This design comes from an exercise in tuning for small area and a short achievable clock period on the open sky130 flow, not from production work. RTL that was checked went through simulation tests only; none was proved equivalent to the original. No functional check of the RTL was part of runs 1, 2 and 4 to 6. Power is estimated from default activity; no workload was simulated.

===== flow/config.mk =====
export PLATFORM = sky130hd
export DESIGN_NAME = irq_ctrl_top
export DESIGN_NICKNAME = irq_ctrl_top
export VERILOG_FILES = /design/flow/design.v
export SDC_FILE = /design/flow/constraint.sdc
export NUM_CORES = 4
export LEC_CHECK = 0
export CAP_MARGIN = 20
export CORE_MARGIN = 2
export CORE_UTILIZATION = 65
export CTS_CLUSTER_DIAMETER = 80
export CTS_CLUSTER_SIZE = 30
export SETUP_SLACK_MARGIN = 3.3
export SLEW_MARGIN = 20

===== flow/constraint.sdc =====
create_clock -name core_clock -period 5.5 [get_ports {CLOCK_50}]
set_input_delay 1.1000 -clock core_clock [delete_from_list [all_inputs] [get_ports {CLOCK_50}]]
set_output_delay 1.1000 -clock core_clock [all_outputs]
set_load 0.01 [all_outputs]

===== flow/design.v =====
`timescale 1ns/1ps
package irq_pkg;
    localparam int DATA_W = 32;
    localparam int KEY_W  = 8;
    localparam int ADDR_W = 8;
    localparam int NUM_IRQ_TYPES = 4;
    localparam int TYPE_W        = $clog2(NUM_IRQ_TYPES);
    typedef logic [TYPE_W-1:0] irq_type_t;
    localparam irq_type_t IRQ_TYPE_KEY = irq_type_t'(0);
    typedef struct packed {
        irq_type_t         irq_type;
        logic [DATA_W-1:0] value;
    } irq_entry_t;
    localparam int KEY_FIFO_DEPTH  = 5;
    localparam int IRQ_QUEUE_DEPTH = 10;
    localparam logic [ADDR_W-1:0] REG_CODE_BASE = 8'h00;
    localparam logic [ADDR_W-1:0] REG_STATUS    = 8'h04;
    localparam logic [ADDR_W-1:0] REG_ISR_ADDR  = 8'h08;
    localparam logic [ADDR_W-1:0] REG_ISR_VALUE = 8'h0C;
    localparam logic [ADDR_W-1:0] REG_SW_RAISE  = 8'h10;
    localparam logic [ADDR_W-1:0] REG_EOI       = 8'h14;
    localparam logic [ADDR_W-1:0] REG_VECTOR_0  = 8'h20;
    localparam int STAT_IN_SERVICE = 0;
    localparam int STAT_Q_EMPTY    = 1;
    localparam int STAT_OVERFLOW   = 2;
endpackage
`timescale 1ns/1ps
`timescale 1ns/1ps
`timescale 1ns/1ps
`timescale 1ns/1ps
`timescale 1ns/1ps
module irq_ctrl_top
(
    input  logic        CLOCK_50,
    input  logic        rst_n_i,
    input  logic        key_valid_i,
    input  logic [7:0]  key_code_i,
    input  logic        psel_i,
    input  logic        penable_i,
    input  logic        pwrite_i,
    input  logic [7:0]  paddr_i,
    input  logic [31:0] pwdata_i,
    output logic [31:0] prdata_o,
    output logic        pready_o,
    output logic        pslverr_o,
    output logic        irq_o
);
    localparam int KDEPTH = 5;
    localparam int QDEPTH = 10;
    logic [7:0]  kmem [KDEPTH];
    logic [2:0]  kwp, krp;
    logic [2:0]  kcnt;
    logic        kempty, kfull;
    logic        overflow;
    logic        kw;
    logic [2:0]  kprev;
    logic [31:0] qmem [QDEPTH];
    logic [3:0]  qwp, qrp;
    logic [3:0]  qcnt;
    logic        qempty, qfull;
    logic        d_wait, d_cap;
    logic        irq;
    logic [1:0]  act_type;
    logic [29:0] act_val;
    logic [31:0] code_base;
    logic [31:0] vectors [4];
    logic        sw_req;
    logic [1:0]  sw_type;
    logic [29:0] sw_val;
    logic        w_cb, w_raise, w_eoi;
    logic [3:0]  w_vec;
    logic        err_r;
    logic        stall_r;
    logic [31:0] rdata_r;
    logic [31:0] p_r;
    logic        acc;
    logic        key_wr, key_rd;
    logic        sw_go, blocked;
    logic        q_wr, q_rd;
    logic        wr_raise, eoi;
    logic [31:0] q_in;
    logic [31:0] q_head;
    logic [7:0]  key_byte;
    assign acc = psel_i && penable_i;
    assign key_byte = kmem[kprev];
    assign q_head = qmem[qrp];
    assign key_wr  = key_valid_i && !kfull;
    assign key_rd  = !kw && !qfull && !kempty;
    assign blocked = kw || qfull || !kempty;
    assign sw_go   = sw_req && !blocked;
    assign q_wr    = q_wr_r;
    assign q_in    = kw ? {2'b00, 22'd0, key_byte} : {sw_type, sw_val};
    assign q_rd    = !d_wait && !d_cap && !irq && !qempty;
    assign wr_raise = acc && w_raise && !(sw_req && blocked);
    assign eoi      = acc && w_eoi;
    logic        kempty_n, kfull_n, overflow_n;
    logic        qempty_n, qfull_n;
    logic        kw_n, sw_req_n, irq_n;
    logic        st_kempty, st_qfull, st_qempty, st_ovf, st_irq, st_sw_req;
    logic        d_wait_n, d_cap_n;
    logic        q_wr_r;
    always_comb
    begin
        kempty_n   = kempty;
        kfull_n    = kfull;
        qempty_n   = qempty;
        qfull_n    = qfull;
        if (key_wr && !key_rd)
        begin
            kempty_n = 1'b0;
            kfull_n  = (kcnt == 3'd4);
        end
        else if (!key_wr && key_rd)
        begin
            kempty_n = (kcnt == 3'd1);
            kfull_n  = 1'b0;
        end
        if (q_wr && !q_rd)
        begin
            qempty_n = 1'b0;
            qfull_n  = (qcnt == 4'd9);
        end
        else if (!q_wr && q_rd)
        begin
            qempty_n = (qcnt == 4'd1);
            qfull_n  = 1'b0;
        end
        overflow_n = overflow || (key_valid_i && kfull);
        kw_n       = key_rd;
        sw_req_n   = wr_raise || (sw_req && !sw_go);
        d_wait_n   = q_rd;
        d_cap_n    = d_wait;
        irq_n      = d_cap || (irq && !eoi);
        st_kempty  = kempty_n;
        st_qfull   = qfull_n;
        st_qempty  = qempty_n;
        st_ovf     = overflow_n;
        st_irq     = d_cap || irq;
        st_sw_req  = sw_req && !sw_go;
        if (!rst_n_i)
        begin
            kempty_n   = 1'b1;
            kfull_n    = 1'b0;
            qempty_n   = 1'b1;
            qfull_n    = 1'b0;
            overflow_n = 1'b0;
            kw_n       = 1'b0;
            sw_req_n   = 1'b0;
            d_wait_n   = 1'b0;
            d_cap_n    = 1'b0;
            irq_n      = 1'b0;
        end
    end
    always_ff @(posedge CLOCK_50)
    begin
        kempty   <= kempty_n;
        kfull    <= kfull_n;
        qempty   <= qempty_n;
        qfull    <= qfull_n;
        overflow <= overflow_n;
        kw       <= kw_n;
        sw_req   <= sw_req_n;
        d_wait   <= d_wait_n;
        d_cap    <= d_cap_n;
        irq      <= irq_n;
        q_wr_r   <= !qfull_n && (kw_n || (sw_req_n && kempty_n));
    end
    always_ff @(posedge CLOCK_50)
    begin
        if (!rst_n_i)
        begin
            kwp  <= '0;
            krp  <= '0;
            kcnt <= '0;
            qwp  <= '0;
            qrp  <= '0;
            qcnt <= '0;
        end
        else
        begin
            if (key_wr)
            begin
                kwp <= (kwp == 3'(KDEPTH - 1)) ? '0 : kwp + 1'b1;
            end
            if (key_rd)
            begin
                krp <= (krp == 3'(KDEPTH - 1)) ? '0 : krp + 1'b1;
            end
            if (key_wr != key_rd)
            begin
                kcnt <= key_wr ? kcnt + 1'b1 : kcnt - 1'b1;
            end
            if (q_wr)
            begin
                qwp <= (qwp == 4'(QDEPTH - 1)) ? '0 : qwp + 1'b1;
            end
            if (q_rd)
            begin
                qrp <= (qrp == 4'(QDEPTH - 1)) ? '0 : qrp + 1'b1;
            end
            if (q_wr != q_rd)
            begin
                qcnt <= q_wr ? qcnt + 1'b1 : qcnt - 1'b1;
            end
        end
    end
    always_ff @(posedge CLOCK_50)
    begin
        for (int i = 0; i < KDEPTH; i++)
        begin
            if (key_wr && kwp == 3'(i))
            begin
                kmem[i] <= key_code_i;
            end
        end
        kprev <= krp;
        for (int i = 0; i < QDEPTH; i++)
        begin
            if (q_wr && qwp == 4'(i))
            begin
                qmem[i] <= q_in;
            end
        end
        if (q_rd)
        begin
            act_type <= q_head[31:30];
            act_val  <= q_head[29:0];
        end
        if (wr_raise)
        begin
            sw_type <= pwdata_i[1:0];
            sw_val  <= pwdata_i[31:2];
        end
    end
    logic [31:0] wdata;
    assign wdata = pwdata_i & {32{rst_n_i}};
    logic [31:0] cb_n;
    assign cb_n = (!rst_n_i || (acc && w_cb)) ? wdata : code_base;
    always_ff @(posedge CLOCK_50)
    begin
        code_base <= cb_n;
        for (int i = 0; i < 4; i++)
        begin
            if (!rst_n_i || (acc && w_vec[i]))
            begin
                vectors[i] <= wdata;
            end
        end
    end
    logic        a_vec, a_ok;
    logic [31:0] isr_addr;
    logic [31:0] rdata_n;
    assign a_vec = (paddr_i[7:4] == 4'h2) && (paddr_i[1:0] == 2'b00);
    assign a_ok  = a_vec || ((paddr_i[7:5] == 3'b000) && (paddr_i[1:0] == 2'b00)
                             && (paddr_i[4:2] <= 3'd5));
    logic [31:0] vsel_n;
    assign vsel_n = (acc && w_vec[act_type]) ? pwdata_i : vectors[act_type];
    always_ff @(posedge CLOCK_50)
    begin
        p_r <= cb_n ^ vsel_n;
    end
    logic [31:0] kg [6];
    logic [31:0] kp [6];
    assign kg[0] = code_base & ~p_r;
    assign kp[0] = p_r;
    for (genvar l = 0; l < 5; l++)
    begin : g_ks
        for (genvar i = 0; i < 32; i++)
        begin : g_bit
            if (i >= (1 << l))
            begin : g_op
                assign kg[l+1][i] = kg[l][i] | (kp[l][i] & kg[l][i-(1<<l)]);
                assign kp[l+1][i] = kp[l][i] & kp[l][i-(1<<l)];
            end
            else
            begin : g_pass
                assign kg[l+1][i] = kg[l][i];
                assign kp[l+1][i] = kp[l][i];
            end
        end
    end
    assign isr_addr = p_r ^ {kg[5][30:0], 1'b0};
    logic        s_cb, s_st, s_isr, s_av;
    logic [3:0]  s_v;
    assign s_cb  = !paddr_i[5] && !paddr_i[4] && (paddr_i[3:2] == 2'd0);
    assign s_st  = !paddr_i[5] && !paddr_i[4] && (paddr_i[3:2] == 2'd1);
    assign s_isr = !paddr_i[5] && !paddr_i[4] && (paddr_i[3:2] == 2'd2);
    assign s_av  = !paddr_i[5] && !paddr_i[4] && (paddr_i[3:2] == 2'd3);
    for (genvar i = 0; i < 4; i++)
    begin : g_sv
        assign s_v[i] = paddr_i[5] && (paddr_i[3:2] == 2'(i));
    end
    always_comb
    begin
        rdata_n = ({32{s_cb}}  & code_base)
                | ({32{s_st}}  & {29'd0, st_ovf, st_qempty, st_irq})
                | ({32{s_isr}} & isr_addr)
                | ({32{s_av}}  & {2'b00, act_val});
        for (int i = 0; i < 4; i++)
        begin
            rdata_n = rdata_n | ({32{s_v[i]}} & vectors[i]);
        end
    end
    always_ff @(posedge CLOCK_50)
    begin
        w_cb    <= pwrite_i && (paddr_i == 8'h00);
        w_raise <= pwrite_i && (paddr_i == 8'h10);
        w_eoi   <= pwrite_i && (paddr_i == 8'h14);
        for (int i = 0; i < 4; i++)
        begin
            w_vec[i] <= pwrite_i && a_vec && (paddr_i[3:2] == 2'(i));
        end
        err_r   <= !a_ok;
        stall_r <= pwrite_i && (paddr_i == 8'h10) && st_sw_req
                   && (key_rd || st_qfull || !st_kempty);
        rdata_r <= rdata_n;
    end
    assign prdata_o  = rdata_r;
    assign pready_o  = !stall_r;
    assign pslverr_o = err_r;
    assign irq_o     = irq;
endmodule

===== flow/flow/run.sh =====
#!/bin/bash
# Standard layout, with plain buffers (not delay cells) on the ports.
set -euo pipefail
bash standard.sh "BUFFER_PORTS_ARGS=-buffer_cell sky130_fd_sc_hd__buf_2" finish > orfs_make.log 2>&1

===== flow/standard.sh =====
#!/bin/bash
# synth_recipe.tcl (not shown) runs the flow's synth.tcl, then flattens the netlist and writes it again
# the make line also repeats each setting of config.mk as NAME=value (left out here)
make -C /OpenROAD-flow-scripts/flow DESIGN_CONFIG=/design/flow/config.mk WORK_HOME=/design/flow/orfs CLKGATE_MAP_FILE= SYNTH_SCRIPT=/design/flow/synth_recipe.tcl "${@:-finish}"

==> results of run 1 <==
==> cells in the mapped netlist, drive strengths merged, types with 3 or more instances <==
| cell type | instances | area [um^2] |
|---|---|---|
| or3 | 6 | 38.8 |
| xnor2 | 54 | 473 |
| a221oi | 52 | 455 |
| mux2 | 16 | 180 |
| a222oi | 27 | 270 |
| nor2b | 48 | 303 |
| o211ai | 6 | 45.0 |
| nand3b | 10 | 87.6 |
| a211oi | 7 | 52.6 |
| buf | 29 | 170 |
| nand2b | 19 | 121 |
| mux2i | 48 | 480 |
| nand3 | 25 | 125 |
| mux4 | 38 | 856 |
| a21oi | 51 | 259 |
| a22o | 62 | 543 |
| clkbuf | 95 | 422 |
| a21boi | 10 | 75.1 |
| and3 | 12 | 77.6 |
| a31oi | 10 | 62.6 |
| inv | 21 | 78.8 |
| a22oi | 106 | 796 |
| and2 | 52 | 325 |
| a311oi | 3 | 50.1 |
| nor2 | 69 | 259 |
| nand4b | 3 | 26.3 |
| nor3b | 4 | 30.0 |
| edfxtp | 552 | 16600 |
| and3b | 3 | 26.3 |
| o21ai | 58 | 305 |
| o21a | 7 | 60.1 |
| nand4 | 37 | 231 |
| or2 | 3 | 18.8 |
| xor2 | 16 | 140 |
| dfxtp | 140 | 2800 |
| nor3 | 20 | 100 |
| nor4 | 6 | 37.5 |
| a221o | 15 | 150 |
| o2111ai | 5 | 43.8 |
| nand2 | 96 | 360 |
| ha | 18 | 225 |
==> sequential cells by signal, indices dropped and copies added, names as in the netlist, 4 cells and up <==
register   cells
vectors      128
qrp            4
sw_val        30
qmem         320
code_base     32
kmem          40
qcnt           4
act_val       30
w_vec          4
rdata_r       32
qwp            4
p_r           32
==> timing repair <==
item,4_1_cts,5_1_grt
pin swaps,5,9
gates resized for setup,62,49
buffers inserted,16,18
gates cloned,3,0
endpoints found under the setup margin,289,101
==> metal layers <==
| metal | GRT usage (%) | wire (um) |
|---|---|---|
| met1 | 45.4 | 28500 |
| met2 | 49.9 | 32900 |
| met3 | 6.39 | 7080 |
| met4 | 9.54 | 1930 |
| met5 | 0 | 9 |
==> layout make-up <==
type                            count  area (um^2)  share of cell area (%)
Clock buffer                       42          912                    2.95
Clock inverter                     15          170                   0.551
Inverter                           22         83.8                   0.271
Multi-Input combinational cell   1046         8420                    27.2
Sequential cell                   692        19500                    63.0
Tap cell                          546          683                    2.21
Timing Repair Buffer              157         1170                    3.80
==> critical path, delay by kind of cell (launching register included) <==
family / cells / cell delay [ps]
flip-flops: 1 / 370
AO/OA/AOI/OAI: 4 / 1030
XOR/XNOR: 1 / 140
AND/OR/NAND/NOR: 3 / 560
==> kinds of logic after synthesis <==
logic type                 Yosys count  share of synthesized area [%]
AOI/OAI and AO/OA                  438                           12.1
xor gates and xnor gates            70                           2.19
adders and majority gates           18                          0.805
buffers and inverters              146                           2.41
DFF                                692                           69.3
muxes                              102                           5.42
and+or+nand+nor                    417                           7.87
==> worst max path at each step <==
stage | end | start | slack [ps] | cells after the start
after floorplan | qcnt[2]$_SDFFE_PN0P_ | d_wait$_SDFF_PN0_ | 2810 | 4
after global placement | rdata_r[7]$_DFF_P_ | paddr_i[5] | 2110 | 8
after detailed placement | rdata_r[2]$_DFF_P_ | paddr_i[5] | 2080 | 8
after CTS | pready_o | stall_r$_DFF_P_ | 3280 | 2
after global routing | rdata_r[31]$_DFF_P_ | code_base[16]$_DFF_P_ | 3200 | 8
final | rdata_r[12]$_DFF_P_ | p_r[0]$_DFF_P_ | 3270 | 8
==> power by group <==
group	internal (W)	switching, W
clock network	0.00125	0.00168
logic	0.000604	0.000819
registers	0.00596	0.000302
total	0.00782	0.00280
==> through the flow <==
step	utilization [%]	cells	setup slack, ps	hold WS (ps)	cell area [um^2]
after floorplan	-	1883	2810	358	28400
after global placement	68.0	2426	2110	371	29100
after detailed placement	68.0	2426	2080	378	29100
after CTS	71.5	2502	3280	383	30600
after global routing	72.2	2520	3200	392	30900
final	72.2	2520	3270	384	30900
==> impl_results.md, run 1 <==
* Status: no timing/DRC/antenna violations
* Req. time, crit path at 5950 ps
* Register area share after synthesis at 69.3%
* CTS tree: built
* Hold Buf Count CTS at 0
* Main synth FF type: edfxtp_1
* Post-synth EDFFs at 552
* Synth-to-layout area growth at 10.4%
* Gr ovfl total at 0
* Final WL at 70,500 um
* Number of nets in the final layout at 2,025
* Tmin final at 2230 ps
* CTS max path bufs at 3
* Fill cells at 2,779
* Hold_sp: krp[2]$_SDFFE_PN0P_
* Initial antenna violation count at 1
* Worst Hold Depth at 0
* Fmax achieved at 449 MHz
* Slew Viols, Final at 0
* DR vias/cell at 6.82
* Initial Util at approximately 65%
* Drt first-iter violations at 1,911
* Routed vias at ~17k
* Num CTS Buffers at 34
* Max-cap violation count at 0
* Syn avg cell area at 14.9 um^2
* Die Area at 0.0447 mm^2
* Worst hold path type: reg2reg
* Diodes inserted at 0
* Critical Path Sink Type: register
* Async SR Flop Fraction at 0%
* Worst path cell trace: nand3b_1 > a311oi_4 > o311ai_4 > nand3_1 > a31oi_1 > nor2_1 > xnor2_1 > o21ai_1
* Hold worst-path end: kprev[2]$_DFF_P_
* Gate Count Post-Synth at 1,883
* R2R Setup Slk at 3270 ps
* Ports at 89
* Reg-to-reg critical path endpoint: rdata_r[12]$_DFF_P_
* Leakage at 10.5 nW
* DP HPWL at 42,200 um
* Core area at 0.0428 mm^2
* Pin count of the biggest net entering global routing at 70
* Clock sink count at just under 700
* Final total power at about 0.011 W
* Global placer's final weighted congestion at 0.909
* Max incr delay on CP at around 450 ps
* Vias in the first global route at 16.5k
* Fin Setup TNS at 0 ps
* IO Port Bufs at between 80 and 90
* Synth Cell Area at 0.0280 mm^2
* # H-tree levels at 2
* Wire per inst at 28.0 um
* Measured slew at the worst slew-check pin at 933 ps
* DRC Markers at 0
* Reg2reg path depth at 8
* Highest-count cells in the layout ignoring fill and taps: edfxtp_1 (552), dfxtp_1 (94), a22oi_1 (90)
* IR drop worst, VDD at 332 uV
* Final ANT Viol Nets at 0
* Chip width at 211 um
* Clk root buf: clkbuf_16
* Synth Register Bits at 692
* Most common cell after layout, fill and taps aside: edfxtp_1
* Clock Latency Late Sink at 600 ps
* Synthesis Warnings at 6
* CP max FO at 5
* Cell Pwr Density at 344 mW/mm^2
* Crit path DAT at 2680 ps
* Relative max-transition margin at roughly 38%
* Startpoint Class: register
* Setup CP Type: reg2reg
* Reg clk slew, reported paths at ~90 ps
* Final Skew at between 30 and 40 ps
* Global-route wire length before repair at ~100,000 um
* Syn nets at 1,955
* Final Setup Violations at 0
* Synth unique cells at 78
* Num rows at 76
* Hold Vio Cnt, Final at 0
* Die height at 211 um
* FF-to-FF Start: p_r[0]$_DFF_P_
* Layout cell share with drive strength beyond 1 at approximately a fifth
* RSZ-0062 raised after global routing: true
* Overall Global Routing Usage at 31.7%
* Crit share post-route at about 41%
* First drt pass iteration count at 5
* Slowest CP cell: o311ai_4
==> inputs of run 2 (changes only) <==
--- a/flow/config.mk
+++ b/flow/config.mk
@@ -8,5 +8,5 @@
 export CAP_MARGIN = 20
 export CORE_MARGIN = 2
-export CORE_UTILIZATION = 65
+export CORE_UTILIZATION = 60
 export CTS_CLUSTER_DIAMETER = 80
 export CTS_CLUSTER_SIZE = 30
==> impl_results.md, run 2 <==
* Status: no timing/DRC/antenna violations
* Reg with most FFs: qmem
* Switch share at 26.5%
* Number of nets in the final layout at between 2k and 2.5k
* Num CTS Buffers at 30
* Register share of total power at 58.9%
* Highest-count cells in the layout ignoring fill and taps: edfxtp_1 (552), a22oi_1 (90), nand2_1 (87)
* Clock sink count at 692
* DR vias/cell at approximately 6.7
* Clock share of power at 27.0%
* CTS max path bufs at 3
* Worst path cell trace: nand3b_1 > a311oi_2 > o311ai_4 > o21a_4 > buf_4 > o221ai_4 > xnor2_2 > o21ai_1
* Vias in the first global route at 16.4k
* Final total power at 0.0107 W
* Initial antenna violation count at 2
* Relative max-transition margin at 45.8%
* Top post-synthesis cells by count: edfxtp_1 (552), dfxtp_1 (140), a22oi_1 (106)
* FF-to-FF Start: p_r[0]$_DFF_P_
* Worst Hold Depth at 0
* Met2 Usage GRT at between 40% and 50%
* Diodes inserted at 0
* Synth-to-layout area growth at 12.3%
* Count leader, synth: edfxtp_1
* Num rows at 79
* IR drop worst, VDD at roughly 320 uV
* Fill cells at 3,197
* RSZ-0062 raised after global routing: true
* Worst slack, placed at about 2100 ps
* Clock Latency Late Sink at roughly 640 ps
* Top Usage Layer GRT: met2
* Placed cell areas at 0.0292 mm^2
* Syn nets at 1,955
* Pin count of the biggest net entering global routing at 39
* Cell Pwr Density at 340 mW/mm^2
* Synth top area share at 59.2%
* Fmax achieved at 445 MHz
* R2R Setup Slk at 3260 ps
* # H-tree levels at 1
* Area contributors post-synth: edfxtp_1 (59%), dfxtp_1 (10%), mux4_2 (3.1%)
* Drt first-iter violations at 2,021
* Req. time, crit path at 6010 ps
* DRC Markers at 0
* Crit share post-route at 40.8%
* DP HPWL at between 40,000 and 50,000 um
* Tmin final at around 2200 ps
* Startpoint Class: register
* Hold_sp: krp[2]$_SDFFE_PN0P_
* Slew Viols, Final at 0
* CTS tree: built
* Initial Util at 60.5%
* Clk root buf: clkbuf_16
* Reg-to-reg critical path endpoint: rdata_r[27]$_DFF_P_
* Main synth FF type: edfxtp_1
* CP max FO at 5
* Measured slew at the worst slew-check pin at between 800 and 900 ps
* Routing usage on met3 at 4.20%
* IO Port Bufs at 88
* Synth Cell Area at 0.0280 mm^2
* Async SR Flop Fraction at 0%
* Global placer's final weighted congestion at 0.880
* Max-cap violation count at 0
* Global-route wire length before repair at 108,000 um
* Gate Count Post-Synth at approximately 1.9k
* Storage cell area at 0.0195 mm^2
* Synth area leader: edfxtp_1
* Multi-input logic area at roughly 0.0087 mm^2
* Register area share after synthesis at 69.3%
* Crit path DAT at 2760 ps
* Hold Vio Cnt, Final at 0
* Final ANT Viol Nets at 0
* Fin Setup TNS at 0 ps
* Max incr delay on CP at 470 ps
* Die height at 220 um
* Routed vias at 17.3k
* Chip width at 220 um
* Worst hold path type: reg2reg
* Overall Global Routing Usage at 30.6%
* Slowest CP cell: a311oi_2
* Wire per inst at roughly 28 um
* Final Setup Violations at 0
* Hold WS at 370 ps
* Gr ovfl total at 0
* Most common cell after layout, fill and taps aside: edfxtp_1
* Crit-path leading delay family: compound AO/OA/AOI/OAI gates
* Design area at between 0.03 and 0.04 mm^2
* Final WL at roughly 74,000 um
* CP Buf/Inv Count at 1
* Layout cell share with drive strength beyond 1 at 22.7%
* Post-synth EDFFs at 552
* Critical Path Sink Type: register
* Syn avg cell area at 14.9 um^2
* Power share of the combinational group at 14.2%
* Leakage at ~11 nW
* Largest regs: qmem: 320 flops, vectors: 128 flops, kmem: 40 flops
* Synth Register Bits at 692
* Synth unique cells at 78
* Reg2reg path depth at 8
* Core area at 0.0463 mm^2
* Final worst slack at about 3300 ps
* Ports at 89
* Hold worst-path end: kprev[2]$_DFF_P_
* First drt pass iteration count at 7
* Internal Power at approximately 0.0079 W
* Largest register FFs at 320
* Setup CP Type: reg2reg
* Met1 Use GR at roughly 46%
* Reg clk slew, reported paths at 120 ps
* Final Skew at 32.9 ps
* Die Area at between 0.04 and 0.05 mm^2
* Net switching power figure at 0.00284 W
* Synthesis Warnings at 6
==> run 2: cell count changes in the layout (fill, tap and decap cells not counted), sizes merged <==
cell,change
clkinv,-4
a21boi,+1
and3,+1
bufinv,+1
inv,-3
buf,+5
clkbuf,+8
==> run 2: worst max-delay path by stage <==
| stage | from | end | slack, ps | cells after the start |
|---|---|---|---|---|
| after floorplan | d_wait$_SDFF_PN0_ | qcnt[2]$_SDFFE_PN0P_ | 2810 | 4 |
| after global placement | paddr_i[5] | rdata_r[14]$_DFF_P_ | 2220 | 8 |
| after detailed placement | paddr_i[5] | rdata_r[17]$_DFF_P_ | 2140 | 8 |
| after CTS | rdata_r[1]$_DFF_P_ | prdata_o[1] | 3250 | 1 |
| after global routing | p_r[0]$_DFF_P_ | rdata_r[23]$_DFF_P_ | 3210 | 8 |
| final | p_r[0]$_DFF_P_ | rdata_r[27]$_DFF_P_ | 3260 | 8 |
==> run 2: final cells by class <==
cell class | count | share of cell area, %
Multi-Input combinational cell | 1048 | 27.6
Sequential cell | 692 | 61.9
Clock buffer | 47 | 2.90
Inverter | 22 | 0.279
Clock inverter | 9 | 0.494
Tap cell | 607 | 2.42
Timing Repair Buffer | 165 | 4.39
==> run 2: timing repair <==
action | in CTS | in global routing
pin swaps | 8 | 18
endpoints found under the hold margin | 0 | 0
resized for setup | 125 | 69
setup endpoints to repair | 380 | 123
hold buffers | 0 | 0
gates cloned | 5 | 0
buffers inserted | 21 | 19
==> run 2: stage by stage <==
step | std cells | utilization [%]
3_3_place_gp | 2489 | 63.1
4_1_cts | 2571 | 67.0
5_1_grt | 2590 | 67.9
3_5_place_dp | 2489 | 63.1
2_1_floorplan | 1883 | -
6_report | 2590 | 67.9
==> run 2: cells by family after synthesis <==
family	share of synthesized area [%]
fa+ha+maj	0.805
xor+xnor	2.19
flops	69.3
simple gates	7.87
buf+inv	2.41
mux	5.42
compound gates	12.1
==> run 2: layer usage <==
layer | vias up | wire [um]
met4 | 0 | 1600
met2 | 857 | 34500
met1 | 8753 | 31200
met3 | 100 | 6430
li1 | 7554 | -
met5 | - | 0
==> run 2: power by group through the flow <==
stage / logic [W] / clock network [W] / registers [W]
floorplan: 0.00106 / 0 / 0.00619
global placement: 0.00133 / 0 / 0.00636
detailed placement: 0.00134 / 0 / 0.00637
CTS: 0.00143 / 0.00291 / 0.00626
global route: 0.00164 / 0.00307 / 0.00632
finish: 0.00152 / 0.00288 / 0.00629
==> inputs of run 3 (changes only) <==
--- a/flow/design.v
+++ b/flow/design.v
@@ -97,5 +97,4 @@
     logic        qempty_n, qfull_n;
     logic        kw_n, sw_req_n, irq_n;
-    logic        st_kempty, st_qfull, st_qempty, st_ovf, st_irq, st_sw_req;
     logic        d_wait_n, d_cap_n;
     logic        q_wr_r;
@@ -132,10 +131,4 @@
         d_cap_n    = d_wait;
         irq_n      = d_cap || (irq && !eoi);
-        st_kempty  = kempty_n;
-        st_qfull   = qfull_n;
-        st_qempty  = qempty_n;
-        st_ovf     = overflow_n;
-        st_irq     = d_cap || irq;
-        st_sw_req  = sw_req && !sw_go;
         if (!rst_n_i)
         begin
@@ -294,5 +287,5 @@
     begin
         rdata_n = ({32{s_cb}}  & code_base)
-                | ({32{s_st}}  & {29'd0, st_ovf, st_qempty, st_irq})
+                | ({32{s_st}}  & {29'd0, overflow_n, qempty_n, irq_n})
                 | ({32{s_isr}} & isr_addr)
                 | ({32{s_av}}  & {2'b00, act_val});
@@ -312,6 +305,6 @@
         end
         err_r   <= !a_ok;
-        stall_r <= pwrite_i && (paddr_i == 8'h10) && st_sw_req
-                   && (key_rd || st_qfull || !st_kempty);
+        stall_r <= pwrite_i && (paddr_i == 8'h10) && sw_req_n
+                   && (kw_n || qfull_n || !kempty_n);
         rdata_r <= rdata_n;
     end
==> flow/flow/run.sh (replaced) <==
#!/bin/bash
# Standard layout, with small plain buffers (not delay cells) on the ports.
set -euo pipefail
bash standard.sh "BUFFER_PORTS_ARGS=-buffer_cell sky130_fd_sc_hd__buf_1" finish > orfs_make.log 2>&1
==> impl_results.md, run 3 <==
* Max incr delay on CP at 460 ps
* Hold Buf Count CTS at 0
* Clk root buf: clkbuf_16
* Number of nets in the final layout at 2,080
* Startpoint Class: register
* Gr ovfl total at 0
* Initial antenna violation count at 5
* First drt pass iteration count at 6
* RSZ-0062 raised after global routing: true
* Crit share post-route at about two fifths
* Wire per inst at 27.1 um
* Final worst slack at 3190 ps
* Async SR Flop Fraction at 0%
* Placed cell areas at around 0.03 mm^2
* Num CTS Buffers at 34
* Cell Pwr Density at around 340 mW/mm^2
* DR vias/cell at 6.57
* Highest-count cells in the layout ignoring fill and taps: edfxtp_1 (552), nand2_1 (127), a22oi_1 (119)
* Count leader, synth: edfxtp_1
* Vias in the first global route at around 17k
* Die Area at 0.0485 mm^2
* Hold Vio Cnt, Final at 0
* CTS max path bufs at 3
* Fill cells at approximately 3.3k
* Drt first-iter violations at about 1.6k
* IR drop worst, VDD at 319 uV
* Synth top area share at 59.1%
* Setup CP Type: reg2reg
* Gate Count Post-Synth at ~1.9k
* Main synth FF type: edfxtp_1
* IO Port Bufs at 88
* Leakage at roughly 11 nW
* Final Skew at ~23 ps
* Crit path DAT at 2760 ps
* Fin Setup TNS at 0 ps
* Fmax achieved at 433 MHz
* Synth Register Bits at 692
* Global-route wire length before repair at around 100,000 um
* Synth unique cells at 79
* Relative max-transition margin at about 44%
* Final total power at between 0.01 and 0.015 W
* Num rows at 79
* Initial Util at 60.5%
* Syn nets at 2,003
* Routed vias at about 17k
* Core area at 0.0464 mm^2
* Syn avg cell area at 14.5 um^2
* DRC Markers at 0
* Global placer's final weighted congestion at approximately 0.84
* Synth area leader: edfxtp_1
* Largest regs: qmem: 320 flops, vectors: 128 flops, kmem: 40 flops
* Overall Global Routing Usage at 29.6%
* Status: no timing/DRC/antenna violations
* Ports at 89
* Slowest CP cell: dfxtp_1
* Largest register FFs at 320
* Top post-synthesis cells by count: edfxtp_1 (552), dfxtp_1 (140), a22oi_1 (138)
* Req. time, crit path at 5950 ps
* Clock sink count at 692
* Final Setup Violations at 0
* Post-synth EDFFs at 552
* Max-cap violation count at 0
* CTS tree: built
* CP max FO at 6
* Register area share after synthesis at 69.1%
* Tmin final at 2310 ps
* Slew Viols, Final at 0
* Area contributors post-synth: edfxtp_1 (59%), dfxtp_1 (10%), a22oi_1 (3.7%)
* Layout cell share with drive strength beyond 1 at 18.0%
* # H-tree levels at 2
* Synth-to-layout area growth at 11.8%
* Clock Latency Late Sink at 580 ps
* Reg clk slew, reported paths at 110 ps
* Synthesis Warnings at 6
* Critical Path Sink Type: register
* Reg with most FFs: qmem
* DP HPWL at 44,300 um
* Synth Cell Area at 0.0281 mm^2
* Design area at 0.0313 mm^2
* Measured slew at the worst slew-check pin at between 800 and 900 ps
* Most common cell after layout, fill and taps aside: edfxtp_1
* Chip width at 220 um
* Final WL at 71,600 um
* Worst hold path type: reg2reg
* Die height at ~220 um
* Worst slack, placed at between 1500 and 2000 ps
* Worst path cell trace: o21ai_0 > a21oi_4 > a31oi_4 > o311ai_4 > a21boi_2 > o221ai_4 > mux2i_1 > nand3_1
* Final ANT Viol Nets at 0
* Pin count of the biggest net entering global routing at 40
## run 3: changes by cell type after synthesis, moves of 7 or more
| cell | change |
|---|---|
| a21oi_1 | -12 |
| a221o_1 | -12 |
| a22o_1 | -21 |
| a22oi_1 | +32 |
| buf_2 | +10 |
| nand2_1 | +39 |
| nand3_1 | +24 |
| nand4_1 | -19 |
| o21ai_0 | -7 |
| xor2_1 | -8 |
## run 3: cells by family (layout without fill, tap and decap cells)
logic type      after synthesis  count (layout)  synth area share, %
flops                       692             692                 69.1
simple gates                475             477                 8.76
compound gates              433             433                 11.9
buf+inv                     150             248                 2.15
mux                          99              99                 5.33
xor+xnor                     64              64                 2.00
fa+ha+maj                    18              18                0.803
other cells                   0               1                    0
## run 3: per-stage QoR
step                      cells  hold WS [ps]  utilization (%)
after floorplan            1931           358                -
after global placement     2538           369             63.2
after detailed placement   2539           374             63.3
after CTS                  2626           384             66.9
after global routing       2639           388             67.6
final                      2639           381             67.6
## run 3: path summary, 6_finish.rpt
kind / start / end / slack, ps / cells after the start
setup / recovery: p_r[4]$_DFF_P_ / rdata_r[27]$_DFF_P_ / 3190 / 8
setup reg to reg: p_r[4]$_DFF_P_ / rdata_r[27]$_DFF_P_ / 3190 / 8
hold reg to reg: krp[2]$_SDFFE_PN0P_ / kprev[2]$_DFF_P_ / 380 / 0
hold / removal: krp[2]$_SDFFE_PN0P_ / kprev[2]$_DFF_P_ / 380 / 0
## run 3: timing repair
| item | 4_1_cts | 5_1_grt |
|---|---|---|
| endpoints found under the setup margin | 228 | 181 |
| gates resized for setup | 109 | 66 |
| setup buffers | 26 | 9 |
| gates cloned | 2 | 2 |
| pin swaps | 26 | 16 |
## run 3: metal layers
| metal | GRT usage [%] | wire length, um | part of all wire (%) |
|---|---|---|---|
| met1 | 42.5 | 30700 | 43 |
| met2 | 47.3 | 33600 | 47 |
| met3 | 5.18 | 5790 | 8.1 |
| met4 | 7.85 | 1530 | 2.1 |
| met5 | 0 | 23 | 0.032 |
## run 3: cell type report
class | instances | area, um^2 | share of cell area (%)
flip-flops and latches | 692 | 19500 | 62.1
multi-input cells | 1091 | 8780 | 28.0
repair buffers | 162 | 1160 | 3.70
clock buffers | 45 | 923 | 2.95
well taps | 607 | 759 | 2.42
clock inverters | 14 | 163 | 0.519
inverters | 27 | 103 | 0.327
diodes | 1 | 2.50 | 0.00798
## run 3: critical path: cells and delay by family, from the launching register on
kind               cells  cell delay (ps)
and+or+nand+nor        1               90
muxes                  1              230
DFF                    1              460
AOI/OAI and AO/OA      6             1390
## run 3: power by group
group,switching (W),internal (W)
Clock,0.00166,0.00126
Combinational,0.000904,0.000659
Sequential,0.000312,0.00597
Total,0.00288,0.00789
==> inputs of run 4 (changes only) <==
--- a/flow/design.v
+++ b/flow/design.v
@@ -91,5 +91,5 @@
     assign q_wr    = q_wr_r;
     assign q_in    = kw ? {2'b00, 22'd0, key_byte} : {sw_type, sw_val};
-    assign q_rd    = !d_wait && !d_cap && !irq && !qempty;
+    assign q_rd    = q_rd_r;
     assign wr_raise = acc && w_raise && !(sw_req && blocked);
     assign eoi      = acc && w_eoi;
@@ -98,5 +98,7 @@
     logic        kw_n, sw_req_n, irq_n;
     logic        d_wait_n, d_cap_n;
-    logic        q_wr_r;
+    logic        q_wr_r, q_rd_r;
+    logic        q_wr_n;
+    logic [QDEPTH-1:0] qwe_r;
     always_comb
     begin
@@ -157,6 +159,13 @@
         d_cap    <= d_cap_n;
         irq      <= irq_n;
-        q_wr_r   <= !qfull_n && (kw_n || (sw_req_n && kempty_n));
+        q_wr_r   <= q_wr_n;
+        q_rd_r   <= !d_wait_n && !d_cap_n && !irq_n && !qempty_n;
+        for (int i = 0; i < QDEPTH; i++)
+        begin
+            qwe_r[i] <= q_wr_n && (((q_wr && (qwp == 4'(QDEPTH - 1))) ? 4'd0 :
+                                    q_wr ? qwp + 4'd1 : qwp) == 4'(i));
+        end
     end
+    assign q_wr_n = !qfull_n && (kw_n || (sw_req_n && kempty_n));
     always_ff @(posedge CLOCK_50)
     begin
@@ -210,5 +219,5 @@
         for (int i = 0; i < QDEPTH; i++)
         begin
-            if (q_wr && qwp == 4'(i))
+            if (qwe_r[i])
             begin
                 qmem[i] <= q_in;
==> flow/flow/run.sh (replaced) <==
#!/bin/bash
# Standard layout, with plain buffers (not delay cells) on the ports.
set -euo pipefail
bash standard.sh "BUFFER_PORTS_ARGS=-buffer_cell sky130_fd_sc_hd__buf_2" finish > orfs_make.log 2>&1
==> impl_results.md, run 4 <==
* Status: no timing/DRC/antenna violations
* DP HPWL at 42,200 um
* Wire per inst at 27.6 um
* Final Skew at 28.5 ps
* Setup CP Type: reg2reg
* Routed vias at 17.3k
* Syn avg cell area at 14.8 um^2
* Global-route wire length before repair at 103,000 um
* Area contributors post-synth: edfxtp_1 (59%), dfxtp_1 (11%), mux4_2 (3.1%)
* IO Port Bufs at between 80 and 90
* Fmax achieved at 449 MHz
* Initial Util at 60.6%
* Reg clk slew, reported paths at ~100 ps
* RSZ-0062 raised after global routing: true
* Count leader, synth: edfxtp_1
* Crit share post-route at 40.4%
* Largest register FFs at 320
* Num CTS Buffers at 36
* Tmin final at 2220 ps
* Critical Path Sink Type: register
* Synthesis Warnings at 6
* Pin count of the biggest net entering global routing at 41
* Clock share of power at between 20 and 30%
* Final ANT Viol Nets at 0
* Final Setup Violations at 0
* Hold WS at 374 ps
* Post-synth EDFFs at 552
* Startpoint Class: register
* Chip width at 220 um
* DRC Markers at 0
* Synth top area share at between 50% and 60%
* Synth Cell Area at 0.0281 mm^2
* Synth area leader: edfxtp_1
* Max-cap violation count at 0
* Fin Setup TNS at 0 ps
* # H-tree levels at 2
* Clock Latency Late Sink at 590 ps
* Initial antenna violation count at 2
* Measured slew at the worst slew-check pin at around 1100 ps
* Internal Power at between 0.008 and 0.009 W
* Async SR Flop Fraction at 0%
* Worst hold path type: reg2reg
* Die Area at 0.0486 mm^2
* CTS max path bufs at 3
* Register share of total power at about 57%
* Drt first-iter violations at around 2k
* Leakage at 10.8 nW
* CP max FO at 10
* First drt pass iteration count at 7
* Clock sink count at between 700 and 800
* Number of nets in the final layout at approximately 2.1k
* Net switching power figure at 0.00298 W
* Power share of the combinational group at ~14%
* DR vias/cell at 6.62
* Final total power at 0.0111 W
* Largest regs: qmem: 320 flops, vectors: 128 flops, kmem: 40 flops
* Switch share at between 20% and 30%
* Die height at 220 um
* Fill cells at 3,246
* Reg with most FFs: qmem
* Relative max-transition margin at 25.3%
* Global placer's final weighted congestion at 0.876
* Syn nets at 1,973
* Gr ovfl total at 0
* Most common cell after layout, fill and taps aside: edfxtp_1
* Register area share after synthesis at 69.7%
* Highest-count cells in the layout ignoring fill and taps: edfxtp_1 (552), nand2_1 (119), dfxtp_1 (114)
* Synth-to-layout area growth at 12.1%
* CTS tree: built
* Slew Viols, Final at 0
* Synth unique cells at a little under 70
* Synth Register Bits at 703
* Gate Count Post-Synth at 1,899
* Vias in the first global route at 16.2k
* IR drop worst, VDD at ~370 uV
* Ports at 89
* Num rows at 79
* Cell Pwr Density at between 300 and 400 mW/mm^2
* Overall Global Routing Usage at 29.5%
* Main synth FF type: edfxtp_1
* Crit path DAT at 2670 ps
* Final WL at 72,100 um
* Clk root buf: clkbuf_16
* Top post-synthesis cells by count: edfxtp_1 (552), dfxtp_1 (151), nand2_1 (128)
* Hold Buf Count CTS at 0
* Core area at 0.0464 mm^2
* Layout cell share with drive strength beyond 1 at 20.0%
* Req. time, crit path at 5950 ps
* Hold Vio Cnt, Final at 0
run 4: area by class of cell:
cell class | count | area (um^2) | area share [%]
Antenna cell | 3 | 7.51 | 0.0238
Tap cell | 607 | 759 | 2.41
Clock inverter | 17 | 270 | 0.858
Multi-Input combinational cell | 1061 | 8590 | 27.3
Inverter | 25 | 101 | 0.322
Clock buffer | 42 | 955 | 3.03
Sequential cell | 703 | 19700 | 62.4
Timing Repair Buffer | 152 | 1160 | 3.69
run 4: what timing repair did:
action	4_1_cts	5_1_grt
buffers inserted	25	15
setup endpoints to repair	357	105
pin swaps	20	19
gates resized for setup	80	54
gates cloned	5	3
run 4: metal layers:
| metal | vias up | global-route usage [%] | part of all wire (%) |
|---|---|---|---|
| li1 | 7638 | - | - |
| met1 | 8743 | 43.3 | 42 |
| met2 | 772 | 46.7 | 47 |
| met3 | 121 | 4.18 | 8.1 |
| met4 | 0 | 8.12 | 2.3 |
| met5 | - | 0 | 0 |
run 4: kinds of logic (layout without fill, tap and decap cells):
family / after synthesis / after routing / synth area share, %
other cells: 0 / 3 / 0
xor+xnor: 65 / 65 / 2.03
fa+ha+maj: 20 / 20 / 0.890
compound gates: 428 / 429 / 11.9
flops: 703 / 703 / 69.7
buf+inv: 141 / 236 / 1.95
mux: 107 / 107 / 5.61
simple gates: 435 / 440 / 7.91
run 4: path summary, 6_finish.rpt:
check | startpoint | end | slack [ps] | depth (start not counted)
setup / recovery | p_r[15]$_DFF_P_ | rdata_r[29]$_DFF_P_ | 3280 | 8
hold / removal | krp[2]$_SDFFE_PN0P_ | kprev[2]$_DFF_P_ | 370 | 0
hold reg to reg | krp[2]$_SDFFE_PN0P_ | kprev[2]$_DFF_P_ | 370 | 0
setup reg to reg | p_r[15]$_DFF_P_ | rdata_r[29]$_DFF_P_ | 3280 | 8
run 4: power by group through the flow:
stage                     sequential (W)  combinational, W  clock (W)
final                            0.00635           0.00159    0.00317
after floorplan                  0.00631           0.00102          0
after global placement           0.00644           0.00136          0
after detailed placement         0.00645           0.00139          0
after CTS                        0.00633           0.00152    0.00321
after global routing             0.00638           0.00171    0.00338
run 4: stage by stage:
| step | setup WS [ps] | instance area (um^2) | util (%) | std cells |
|---|---|---|---|---|
| final | 3280 | 31500 | 68.0 | 2610 |
| after global placement | 2250 | 29300 | 63.2 | 2500 |
| after CTS | 3270 | 31100 | 67.1 | 2589 |
| after detailed placement | 2180 | 29300 | 63.2 | 2500 |
| after floorplan | 3010 | 28500 | - | 1899 |
| after global routing | 3160 | 31500 | 67.9 | 2607 |
run 4: critical path: stages, from the launching register on:
cell and delay (ps):
dfxtp_1 540, nand3b_1 170, a31oi_1 110, mux2i_2 300
o221ai_2 210, a221oi_1 370, o31ai_2 150, xnor2_1 150
o21ai_1 80
==> inputs of run 5 (changes only) <==
--- a/flow/design.v
+++ b/flow/design.v
@@ -61,5 +61,5 @@
     logic        d_wait, d_cap;
     logic        irq;
-    logic [1:0]  act_type;
+    logic [3:0]  act_type;     
     logic [29:0] act_val;
     logic [31:0] code_base;
@@ -91,5 +91,5 @@
     assign q_wr    = q_wr_r;
     assign q_in    = kw ? {2'b00, 22'd0, key_byte} : {sw_type, sw_val};
-    assign q_rd    = q_rd_r;
+    assign q_rd    = !d_wait && !d_cap && !irq && !qempty;
     assign wr_raise = acc && w_raise && !(sw_req && blocked);
     assign eoi      = acc && w_eoi;
@@ -97,8 +97,7 @@
     logic        qempty_n, qfull_n;
     logic        kw_n, sw_req_n, irq_n;
+    logic        st_kempty, st_qfull, st_qempty, st_ovf, st_irq, st_sw_req;
     logic        d_wait_n, d_cap_n;
-    logic        q_wr_r, q_rd_r;
-    logic        q_wr_n;
-    logic [QDEPTH-1:0] qwe_r;
+    logic        q_wr_r;
     always_comb
     begin
@@ -133,4 +132,10 @@
         d_cap_n    = d_wait;
         irq_n      = d_cap || (irq && !eoi);
+        st_kempty  = kempty_n;
+        st_qfull   = qfull_n;
+        st_qempty  = qempty_n;
+        st_ovf     = overflow_n;
+        st_irq     = d_cap || irq;
+        st_sw_req  = sw_req && !sw_go;
         if (!rst_n_i)
         begin
@@ -159,13 +164,6 @@
         d_cap    <= d_cap_n;
         irq      <= irq_n;
-        q_wr_r   <= q_wr_n;
-        q_rd_r   <= !d_wait_n && !d_cap_n && !irq_n && !qempty_n;
-        for (int i = 0; i < QDEPTH; i++)
-        begin
-            qwe_r[i] <= q_wr_n && (((q_wr && (qwp == 4'(QDEPTH - 1))) ? 4'd0 :
-                                    q_wr ? qwp + 4'd1 : qwp) == 4'(i));
-        end
+        q_wr_r   <= !qfull_n && (kw_n || (sw_req_n && kempty_n));
     end
-    assign q_wr_n = !qfull_n && (kw_n || (sw_req_n && kempty_n));
     always_ff @(posedge CLOCK_50)
     begin
@@ -219,5 +217,5 @@
         for (int i = 0; i < QDEPTH; i++)
         begin
-            if (qwe_r[i])
+            if (q_wr && qwp == 4'(i))
             begin
                 qmem[i] <= q_in;
@@ -226,5 +224,8 @@
         if (q_rd)
         begin
-            act_type <= q_head[31:30];
+            for (int i = 0; i < 4; i++)
+            begin
+                act_type[i] <= (q_head[31:30] == 2'(i));
+            end
             act_val  <= q_head[29:0];
         end
@@ -257,30 +258,77 @@
                              && (paddr_i[4:2] <= 3'd5));
     logic [31:0] vsel_n;
-    assign vsel_n = (acc && w_vec[act_type]) ? pwdata_i : vectors[act_type];
+    logic [3:0]  vs_keep;
+    logic        vs_new;
+    assign vs_keep = act_type & ~({4{acc}} & w_vec);
+    assign vs_new  = |(act_type & {4{acc}} & w_vec);
+    always_comb
+    begin
+        vsel_n = {32{vs_new}} & pwdata_i;
+        for (int i = 0; i < 4; i++)
+        begin
+            vsel_n = vsel_n | ({32{vs_keep[i]}} & vectors[i]);
+        end
+    end
+    logic [31:0] pn, gn;
+    logic [7:0]  g4_n, p4_n;
+    logic [7:0]  g4_r, p4_r;
+    assign pn = cb_n ^ vsel_n;
+    assign gn = cb_n & vsel_n;
+    for (genvar k = 0; k < 8; k++)
+    begin : g_grp
+        assign g4_n[k] = gn[4*k+3]
+                       | (pn[4*k+3] & gn[4*k+2])
+                       | (pn[4*k+3] & pn[4*k+2] & gn[4*k+1])
+                       | (pn[4*k+3] & pn[4*k+2] & pn[4*k+1] & gn[4*k]);
+        assign p4_n[k] = &pn[4*k+3:4*k];
+    end
     always_ff @(posedge CLOCK_50)
     begin
-        p_r <= cb_n ^ vsel_n;
+        p_r  <= pn;
+        g4_r <= g4_n;
+        p4_r <= p4_n;
     end
-    logic [31:0] kg [6];
-    logic [31:0] kp [6];
-    assign kg[0] = code_base & ~p_r;
-    assign kp[0] = p_r;
-    for (genvar l = 0; l < 5; l++)
+    logic [7:0] cg [4];
+    logic [7:0] cp [4];
+    assign cg[0] = g4_r;
+    assign cp[0] = p4_r;
+    for (genvar l = 0; l < 3; l++)
     begin : g_ks
-        for (genvar i = 0; i < 32; i++)
-        begin : g_bit
-            if (i >= (1 << l))
+        for (genvar k = 0; k < 8; k++)
+        begin : g_grp
+            if (k >= (1 << l))
             begin : g_op
-                assign kg[l+1][i] = kg[l][i] | (kp[l][i] & kg[l][i-(1<<l)]);
-                assign kp[l+1][i] = kp[l][i] & kp[l][i-(1<<l)];
+                assign cg[l+1][k] = cg[l][k] | (cp[l][k] & cg[l][k-(1<<l)]);
+                assign cp[l+1][k] = cp[l][k] & cp[l][k-(1<<l)];
             end
             else
             begin : g_pass
-                assign kg[l+1][i] = kg[l][i];
-                assign kp[l+1][i] = kp[l][i];
+                assign cg[l+1][k] = cg[l][k];
+                assign cp[l+1][k] = cp[l][k];
             end
         end
     end
-    assign isr_addr = p_r ^ {kg[5][30:0], 1'b0};
+    logic [31:0] bg, carry;
+    assign bg = code_base & ~p_r;
+    for (genvar k = 0; k < 8; k++)
+    begin : g_bits
+        logic cin;
+        if (k == 0)
+        begin : g_c0
+            assign cin = 1'b0;
+        end
+        else
+        begin : g_ck
+            assign cin = cg[3][k-1];
+        end
+        assign carry[4*k]   = cin;
+        assign carry[4*k+1] = bg[4*k] | (p_r[4*k] & cin);
+        assign carry[4*k+2] = bg[4*k+1] | (p_r[4*k+1] & bg[4*k])
+                            | (p_r[4*k+1] & p_r[4*k] & cin);
+        assign carry[4*k+3] = bg[4*k+2] | (p_r[4*k+2] & bg[4*k+1])
+                            | (p_r[4*k+2] & p_r[4*k+1] & bg[4*k])
+                            | (p_r[4*k+2] & p_r[4*k+1] & p_r[4*k] & cin);
+    end
+    assign isr_addr = p_r ^ carry;
     logic        s_cb, s_st, s_isr, s_av;
     logic [3:0]  s_v;
@@ -296,5 +344,5 @@
     begin
         rdata_n = ({32{s_cb}}  & code_base)
-                | ({32{s_st}}  & {29'd0, overflow_n, qempty_n, irq_n})
+                | ({32{s_st}}  & {29'd0, st_ovf, st_qempty, st_irq})
                 | ({32{s_isr}} & isr_addr)
                 | ({32{s_av}}  & {2'b00, act_val});
@@ -314,6 +362,6 @@
         end
         err_r   <= !a_ok;
-        stall_r <= pwrite_i && (paddr_i == 8'h10) && sw_req_n
-                   && (kw_n || qfull_n || !kempty_n);
+        stall_r <= pwrite_i && (paddr_i == 8'h10) && st_sw_req
+                   && (key_rd || st_qfull || !st_kempty);
         rdata_r <= rdata_n;
     end
--- a/flow/config.mk
+++ b/flow/config.mk
@@ -8,5 +8,5 @@
 export CAP_MARGIN = 20
 export CORE_MARGIN = 2
-export CORE_UTILIZATION = 60
+export CORE_UTILIZATION = 65
 export CTS_CLUSTER_DIAMETER = 80
 export CTS_CLUSTER_SIZE = 30
==> impl_results.md, run 5 <==
* Status: no timing/DRC/antenna violations
* Clock share of power at around a quarter
* Overall Global Routing Usage at 33.0%
* Worst hold path type: reg2reg
* Top routing layer used: met5
* Synth area leader: edfxtp_1
* Core area at roughly 0.042 mm^2
* Ports at 89
* Synth Cell Area at 0.0279 mm^2
* Largest regs: qmem: 320 flops, vectors: 128 flops, kmem: 40 flops
* CTS max path bufs at 3
* Max incr delay on CP at 280 ps
* Max-cap violation count at 0
* First drt pass iteration count at 6
* Routed metal-1 wire length at 29,200 um
* Pin count of the biggest net entering global routing at 47
* Async SR Flop Fraction at 0%
* Final ANT Viol Nets at 0
* # H-tree levels at 1
* Met2 wire len at 34,600 um
* Routed met3 length at 7140 um
* Vias in the first global route at 16.8k
* Layout cell share with drive strength beyond 1 at 24.2%
* DP HPWL at 43,500 um
* Fill cells at 2,571
* CTS tree: built
* Final Skew at about 22 ps
* Reg with most FFs: qmem
* Crit path DAT at 2810 ps
* Num rows at 75
* Tmin final at 2290 ps
* Synth top area share at 59.7%
* DR vias/cell at 6.95
* Worst path cell trace: buf_8 > and2_4 > a21boi_4 > buf_6 > buf_6 > buf_8 > a22oi_2 > nand3_2 > ha_4 > a21oi_2 > nor2b_1 > o21ai_1 > nand2b_1
* Hold Buf Count CTS at 0
* Crit-path leading delay family: compound AO/OA/AOI/OAI gates
* Chip width at 211 um
* Gr ovfl total at 0
* Critical Path Sink Type: register
* Area contributors post-synth: edfxtp_1 (60%), dfxtp_1 (11%), a22oi_1 (3.1%)
* Startpoint Class: primary input
* IO Port Bufs at 88
* CP Buf/Inv Count at 4
* Syn nets at 1,997
* Most common cell after layout, fill and taps aside: edfxtp_1
* Final Util at 75.8%
* Global placer's final weighted congestion at 0.869
* Switch share at 26.2%
* Leakage at 10.9 nW
* Clk root buf: clkbuf_16
* Crit share post-route at 41.6%
* IR drop worst, VDD at 365 uV
* Num CTS Buffers at 31
* Syn avg cell area at 14.7 um^2
* Die Area at 0.0445 mm^2
* Post-synth EDFFs at 554
* Measured slew at the worst slew-check pin at 833 ps
* Main synth FF type: edfxtp_1
* Final Setup Violations at 0
* Reg clk slew, reported paths at 110 ps
* Wire per inst at ~29 um
* CP max FO at 8
* Synth Register Bits at 707
* Clock sink count at 707
* Count leader, synth: edfxtp_1
* Slew Viols, Final at 0
* Routed vias at 17.9k
* Highest-count cells in the layout ignoring fill and taps: edfxtp_1 (554), dfxtp_1 (124), nand2_1 (84)
* Final total power at approximately 0.011 W
* Synth-to-layout area growth at 14.7%
* Worst slack, placed at 1620 ps
* Top post-synthesis cells by count: edfxtp_1 (554), dfxtp_1 (153), a22oi_1 (115)
* Initial Util at 66.1%
* Register share of total power at 59.1%
* Fmax achieved at 437 MHz
* Final WL at around 74,000 um
* Net switching power figure at 0.00280 W
* Global-route wire length before repair at 108,000 um
* Final worst slack at 3210 ps
* Number of nets in the final layout at ~2.1k
* Hold WS at roughly 380 ps
* Setup CP Type: in2reg
* Gate Count Post-Synth at 1,897
* Register area share after synthesis at 70.7%
* Relative max-transition margin at 44.2%
* Drt first-iter violations at 2,273
* DRC Markers at 0
* Hold Vio Cnt, Final at 0
* RSZ-0062 raised after global routing: true
* Internal Power at 0.00790 W
* Fin Setup TNS at 0 ps
* Slowest CP cell: and2_4
* Synthesis Warnings at 6
* Clock Latency Late Sink at 640 ps
* Die height at 211 um
* Largest register FFs at between 300 and 400
* Synth unique cells at 69
* Req. time, crit path at 6020 ps
* Power share of the combinational group at around 15%
* Cell Pwr Density at 335 mW/mm^2
* Initial antenna violation count at 6
-- run 5: changes by cell type after synthesis, moves of 19 or more --
cell,before,now
nand4_1,31,2
nand3_1,28,65
xnor2_1,57,24
mux4_2,39,14
buf_2,13,35
ha_1,20,46
clkbuf_1,89,68
a222oi_1,41,60
a221oi_1,50,24
mux2i_1,54,31
-- run 5: power by group through the flow --
stage	clock network [W]	registers (W)	logic, W
5_1_grt	0.00296	0.00635	0.00171
6_report	0.00278	0.00632	0.00160
3_3_place_gp	0	0.00641	0.00130
2_1_floorplan	0	0.00634	0.000952
4_1_cts	0.00280	0.00631	0.00151
3_5_place_dp	0	0.00642	0.00133
-- run 5: timing repair --
action	CTS	global route
endpoints found under the setup margin	419	189
buffers inserted	45	19
gates cloned	10	2
gates resized for setup	128	41
pin swaps	57	22
endpoints found under the hold margin	0	0
-- run 5: path summary, 6_finish.rpt --
kind | from | to | slack [ps] | depth (start not counted)
max | psel_i | cg[0][5]$_DFF_P_ | 3210 | 13
min | krp[2]$_SDFFE_PN0P_ | kprev[2]$_DFF_P_ | 380 | 0
max reg2reg | irq$_SDFF_PN0_ | rdata_r[1]$_DFF_P_ | 3330 | 6
min reg2reg | krp[2]$_SDFFE_PN0P_ | kprev[2]$_DFF_P_ | 380 | 0
-- run 5: layout make-up --
class / count / area (um^2) / share of cell area (%)
repair buffers: 190 / 1640 / 5.13
diodes: 4 / 10.0 / 0.0313
inverters: 20 / 75.1 / 0.235
well taps: 539 / 674 / 2.11
clock buffers: 33 / 783 / 2.45
clock inverters: 15 / 195 / 0.611
multi-input cells: 1069 / 8820 / 27.6
flip-flops and latches: 707 / 19800 / 61.8
-- run 5: logic make-up after synthesis --
family          after synthesis  share of synthesized area (%)
flops                       707                           70.7
mux                          62                           2.95
xor+xnor                     38                           1.19
buf+inv                     130                           1.96
simple gates                432                           8.00
compound gates              482                           13.1
fa+ha+maj                    46                           2.07
-- run 5: metrics by stage --
stage | area, um^2 | cells
global placement | 29600 | 2449
floorplan | 28900 | 1897
detailed placement | 29600 | 2449
CTS | 31600 | 2552
global route | 31900 | 2575
finish | 32000 | 2577
-- run 5: worst register-to-register path: stages, from the launching register on --
cell and delay [ps]:
dfxtp_4 370, buf_4 150, nor4_4 360, clkbuf_16 210
ha_1 230, mux2i_1 190, o41ai_1 510
-- run 5: routing by layer --
layer	vias to the layer above	GRT usage [%]
li1	7740	-
met1	8999	47.4
met2	981	52.1
met3	188	5.14
met4	2	11.7
met5	-	0
==> inputs of run 6 (changes only) <==
--- a/flow/design.v
+++ b/flow/design.v
@@ -68,11 +68,11 @@
     logic [1:0]  sw_type;
     logic [29:0] sw_val;
-    logic        w_cb, w_raise, w_eoi;
-    logic [3:0]  w_vec;
+    logic        nx_cb, nx_raise, nx_eoi;
+    logic [3:0]  nx_vec;
     logic        err_r;
     logic        stall_r;
     logic [31:0] rdata_r;
     logic [31:0] p_r;
-    logic        acc;
+    logic        setup;
     logic        key_wr, key_rd;
     logic        sw_go, blocked;
@@ -82,5 +82,5 @@
     logic [31:0] q_head;
     logic [7:0]  key_byte;
-    assign acc = psel_i && penable_i;
+    assign setup = psel_i && !penable_i;
     assign key_byte = kmem[kprev];
     assign q_head = qmem[qrp];
@@ -92,6 +92,6 @@
     assign q_in    = kw ? {2'b00, 22'd0, key_byte} : {sw_type, sw_val};
     assign q_rd    = !d_wait && !d_cap && !irq && !qempty;
-    assign wr_raise = acc && w_raise && !(sw_req && blocked);
-    assign eoi      = acc && w_eoi;
+    assign wr_raise = nx_raise && !(sw_req && blocked);
+    assign eoi      = nx_eoi;
     logic        kempty_n, kfull_n, overflow_n;
     logic        qempty_n, qfull_n;
@@ -237,13 +237,12 @@
     end
     logic [31:0] wdata;
+    logic [31:0] cbp_n;
     assign wdata = pwdata_i & {32{rst_n_i}};
-    logic [31:0] cb_n;
-    assign cb_n = (!rst_n_i || (acc && w_cb)) ? wdata : code_base;
     always_ff @(posedge CLOCK_50)
     begin
-        code_base <= cb_n;
+        code_base <= rst_n_i ? cbp_n : '0;
         for (int i = 0; i < 4; i++)
         begin
-            if (!rst_n_i || (acc && w_vec[i]))
+            if (!rst_n_i || nx_vec[i])
             begin
                 vectors[i] <= wdata;
@@ -258,8 +257,9 @@
                              && (paddr_i[4:2] <= 3'd5));
     logic [31:0] vsel_n;
+    assign cbp_n = nx_cb ? pwdata_i : code_base;
     logic [3:0]  vs_keep;
     logic        vs_new;
-    assign vs_keep = act_type & ~({4{acc}} & w_vec);
-    assign vs_new  = |(act_type & {4{acc}} & w_vec);
+    assign vs_keep = act_type & ~nx_vec;
+    assign vs_new  = |(act_type & nx_vec);
     always_comb
     begin
@@ -273,6 +273,6 @@
     logic [7:0]  g4_n, p4_n;
     logic [7:0]  g4_r, p4_r;
-    assign pn = cb_n ^ vsel_n;
-    assign gn = cb_n & vsel_n;
+    assign pn = cbp_n ^ vsel_n;
+    assign gn = cbp_n & vsel_n;
     for (genvar k = 0; k < 8; k++)
     begin : g_grp
@@ -354,10 +354,11 @@
     always_ff @(posedge CLOCK_50)
     begin
-        w_cb    <= pwrite_i && (paddr_i == 8'h00);
-        w_raise <= pwrite_i && (paddr_i == 8'h10);
-        w_eoi   <= pwrite_i && (paddr_i == 8'h14);
+        nx_cb    <= setup && pwrite_i && (paddr_i == 8'h00);
+        nx_eoi   <= setup && pwrite_i && (paddr_i == 8'h14);
+        nx_raise <= psel_i && pwrite_i && (paddr_i == 8'h10)
+                    && (!penable_i || (sw_req && blocked));
         for (int i = 0; i < 4; i++)
         begin
-            w_vec[i] <= pwrite_i && a_vec && (paddr_i[3:2] == 2'(i));
+            nx_vec[i] <= setup && pwrite_i && a_vec && (paddr_i[3:2] == 2'(i));
         end
         err_r   <= !a_ok;
==> impl_results.md, run 6 <==
* Req. time, crit path at between 5000 and 6000 ps
* Synth unique cells at 69
* Global placer's final weighted congestion at 0.873
* Count leader, synth: edfxtp_1
* Wire per inst at 28.1 um
* Fill cells at 2,942
* Main synth FF type: edfxtp_1
* Area contributors post-synth: edfxtp_1 (58%), dfxtp_1 (11%), a22oi_1 (3.3%)
* Overall Global Routing Usage at 33.2%
* Reg with most FFs: qmem
* DP HPWL at 48,000 um
* Startpoint Class: primary input
* Reg2reg path depth at 6
* Synth top area share at slightly below 60%
* Worst Hold Depth at 0
* Slowest CP cell: nand2b_2
* Gate Count Post-Synth at 2,040
* Number of nets in the final layout at 2,227
* Top post-synthesis cells by count: edfxtp_1 (554), dfxtp_1 (153), nand2_1 (135)
* Clk root buf: clkbuf_16
* Most common cell after layout, fill and taps aside: edfxtp_1
* Leakage at 11.0 nW
* Cell Pwr Density at 342 mW/mm^2
* Global-route wire length before repair at ~110,000 um
* Synth area leader: edfxtp_1
* Hold Vio Cnt, Final at 0
* Pin count of the biggest net entering global routing at 71
* Storage cell area at a little under 0.02 mm^2
* Tmin final at 2440 ps
* Syn avg cell area at 14.1 um^2
* Largest register FFs at 320
* Final Skew at 40.0 ps
* Final Util at 72.7%
* # H-tree levels at 2
* Ports at 89
* CTS tree: built
* Max-cap violation count at 0
* Vias in the first global route at 17.8k
* Fmax achieved at between 400 and 500 MHz
* CP max FO at 32
* Clock sink count at 707
* CP Depth at 2
* Relative max-transition margin at 21.3%
* Reg clk slew, reported paths at 90 ps
* Clock Latency Late Sink at 600 ps
* Async SR Flop Fraction at 0%
* Crit share post-route at 44.4%
* Slew Viols, Final at 0
* Crit-path leading delay family: simple AND/OR/NAND/NOR gates
* Worst hold path type: reg2reg
* Final worst slack at 3060 ps
* Core area at ~0.044 mm^2
* CP Buf/Inv Count at 1
* Highest-count cells in the layout ignoring fill and taps: edfxtp_1 (554), nand2_1 (132), dfxtp_1 (131)
* Multi-input logic area at 0.00884 mm^2
* Max incr delay on CP at 820 ps
* Die height at roughly 210 um
* Worst slack, placed at 2030 ps
* Num CTS Buffers at 36
* Critical Path Sink Type: register
* Drt first-iter violations at 2,483
* Gr ovfl total at 0
* Post-synth EDFFs at approximately 550
* Die Area at approximately 0.046 mm^2
* Final Setup Violations at 0
* Crit path DAT at 2500 ps
* DR vias/cell at 6.68
* Syn nets at 2,140
* First drt pass iteration count at 9
* DRC Markers at 0
* Worst path cell trace: buf_2 > nand2b_2
* Register area share after synthesis at 68.6%
* Synth Cell Area at between 0.02 and 0.03 mm^2
* Initial Util at about two thirds
* Largest regs: qmem: 320 flops, vectors: 128 flops, kmem: 40 flops
* Final ANT Viol Nets at 0
* Final WL at 77,300 um
* Chip width at between 200 and 250 um
* Num rows at between 70 and 80
* Setup CP Type: in2reg
* Synth Register Bits at ~710
* Fin Setup TNS at 0 ps
* Synth-to-layout area growth at 11.2%
* Initial antenna violation count at 3
* IR drop worst, VDD at ~360 uV
* Layout cell share with drive strength beyond 1 at 18.5%
* CTS max path bufs at 3
* Measured slew at the worst slew-check pin at approximately 1200 ps
* Synthesis Warnings at 6
* IO Port Bufs at 88
* RSZ-0062 raised after global routing: true
* Status: no timing/DRC/antenna violations
* Routed vias at 18.4k
run 6: changes by cell type after synthesis, moves of 15 or more:
cell	before	now
mux2i_1	31	55
nor2b_1	50	68
mux2_2	16	50
nand2_1	114	135
o21ai_0	65	83
and2_1	54	85
nor2_1	53	70
o211ai_1	3	18
and3_1	23	5
a222oi_1	60	38
a22o_1	75	25
a21oi_1	54	71
run 6: logic make-up after synthesis:
group                    Yosys count  synth area share (%)
buffers and inverters            146                  2.09
AO/OA/AOI/OAI                    459                  11.4
flip-flops                       707                  68.6
XOR/XNOR                          49                  1.49
AND/OR/NAND/NOR                  510                  9.19
adder cells (fa/ha/maj)           46                  2.00
multiplexers                     123                  5.26
run 6: per-stage QoR:
stage | cell area, um^2 | total power, W | hold slack (ps) | instances
after floorplan | 29000 | 0.00730 | 358 | 2040
after global placement | 30000 | 0.00782 | 376 | 2647
after detailed placement | 30000 | 0.00785 | 375 | 2647
after CTS | 31500 | 0.0109 | 383 | 2722
after global routing | 31900 | 0.0112 | 396 | 2743
final | 32000 | 0.0109 | 385 | 2746
run 6: metal layers:
| layer | track usage, % | share of wire, % | vias up |
|---|---|---|---|
| met5 | 0 | 0 | - |
| met4 | 12.4 | 3.2 | 0 |
| met3 | 4.65 | 8.8 | 146 |
| met2 | 52.2 | 47 | 924 |
| met1 | 48.0 | 41 | 9266 |
| li1 | - | - | 8017 |
run 6: layout make-up:
cell class | count | share of cell area, %
inverter | 23 | 0.274
timing repair buffer | 172 | 4.35
multi-input combinational | 1187 | 27.7
tap | 592 | 2.32
sequential | 707 | 61.8
clock buffer | 45 | 3.02
clock inverter | 17 | 0.552
antenna | 3 | 0.0235
run 6: worst paths after layout:
kind / from / to / slack (ps)
max: rst_n_i / vectors[2][17]$_DFFE_PP_ / 3060
min: krp[2]$_SDFFE_PN0P_ / kprev[2]$_DFF_P_ / 380
max reg2reg: qrp[2]$_SDFFE_PN0P_ / act_val[25]$_DFFE_PP_ / 3380
min reg2reg: krp[2]$_SDFFE_PN0P_ / kprev[2]$_DFF_P_ / 380
run 6: what timing repair did:
item | CTS | global route
setup buffers | 13 | 16
gates cloned | 0 | 3
hold buffers | 0 | 0
endpoints found under the setup margin | 420 | 265
resized for setup | 71 | 56
pin swaps | 3 | 10
run 6: report_power, final:
part           switching (W)  internal [W]
clock                0.00174       0.00131
sequential          0.000247       0.00608
combinational       0.000934      0.000626

[separate check: timing with driven ports]
In the flow no input, the clock included, has a driving cell. The finished layouts below were timed again as built, in two steps. Step 1 assumes that a clkbuf_16 drives the clock port and a buf_2 every other input. Step 2 adds t to the input delays and takes it off the output delays; t is the mean of the earliest and latest rising clock arrival at the registers after step 1. Input paths then give back, and output paths get back, about the clock's delay inside the block. a / b / c = ideal ports / drivers / drivers and shift; a / b = the first two.
run	shift t [ns]	slack for setup (ns)	worst setup path after step 2	slew at the worst register clock pin (ns)	worst slew at a driven data input, ns
run 1	0.645	3.272 / 3.254 / 2.681	input to register	0.11 / 0.11	0.08
run 2	0.685	3.255 / 3.204 / 2.661	input to register	0.12 / 0.12	0.07
run 3	0.623	3.191 / 3.191 / 2.766	input to register	0.11 / 0.11	0.20
run 4	0.640	3.275 / 3.237 / 2.597	input to register	0.11 / 0.11	0.14
run 5	0.684	3.211 / 3.212 / 2.527	input to register	0.11 / 0.11	0.10
run 6	0.641	3.059 / 3.092 / 2.450	input to register	0.11 / 0.11	0.07
After both steps every run listed still meets setup and hold. The setup slack of run 5, which loses most, moves by +0.001 ns with the drivers and by -0.684 ns with both steps.
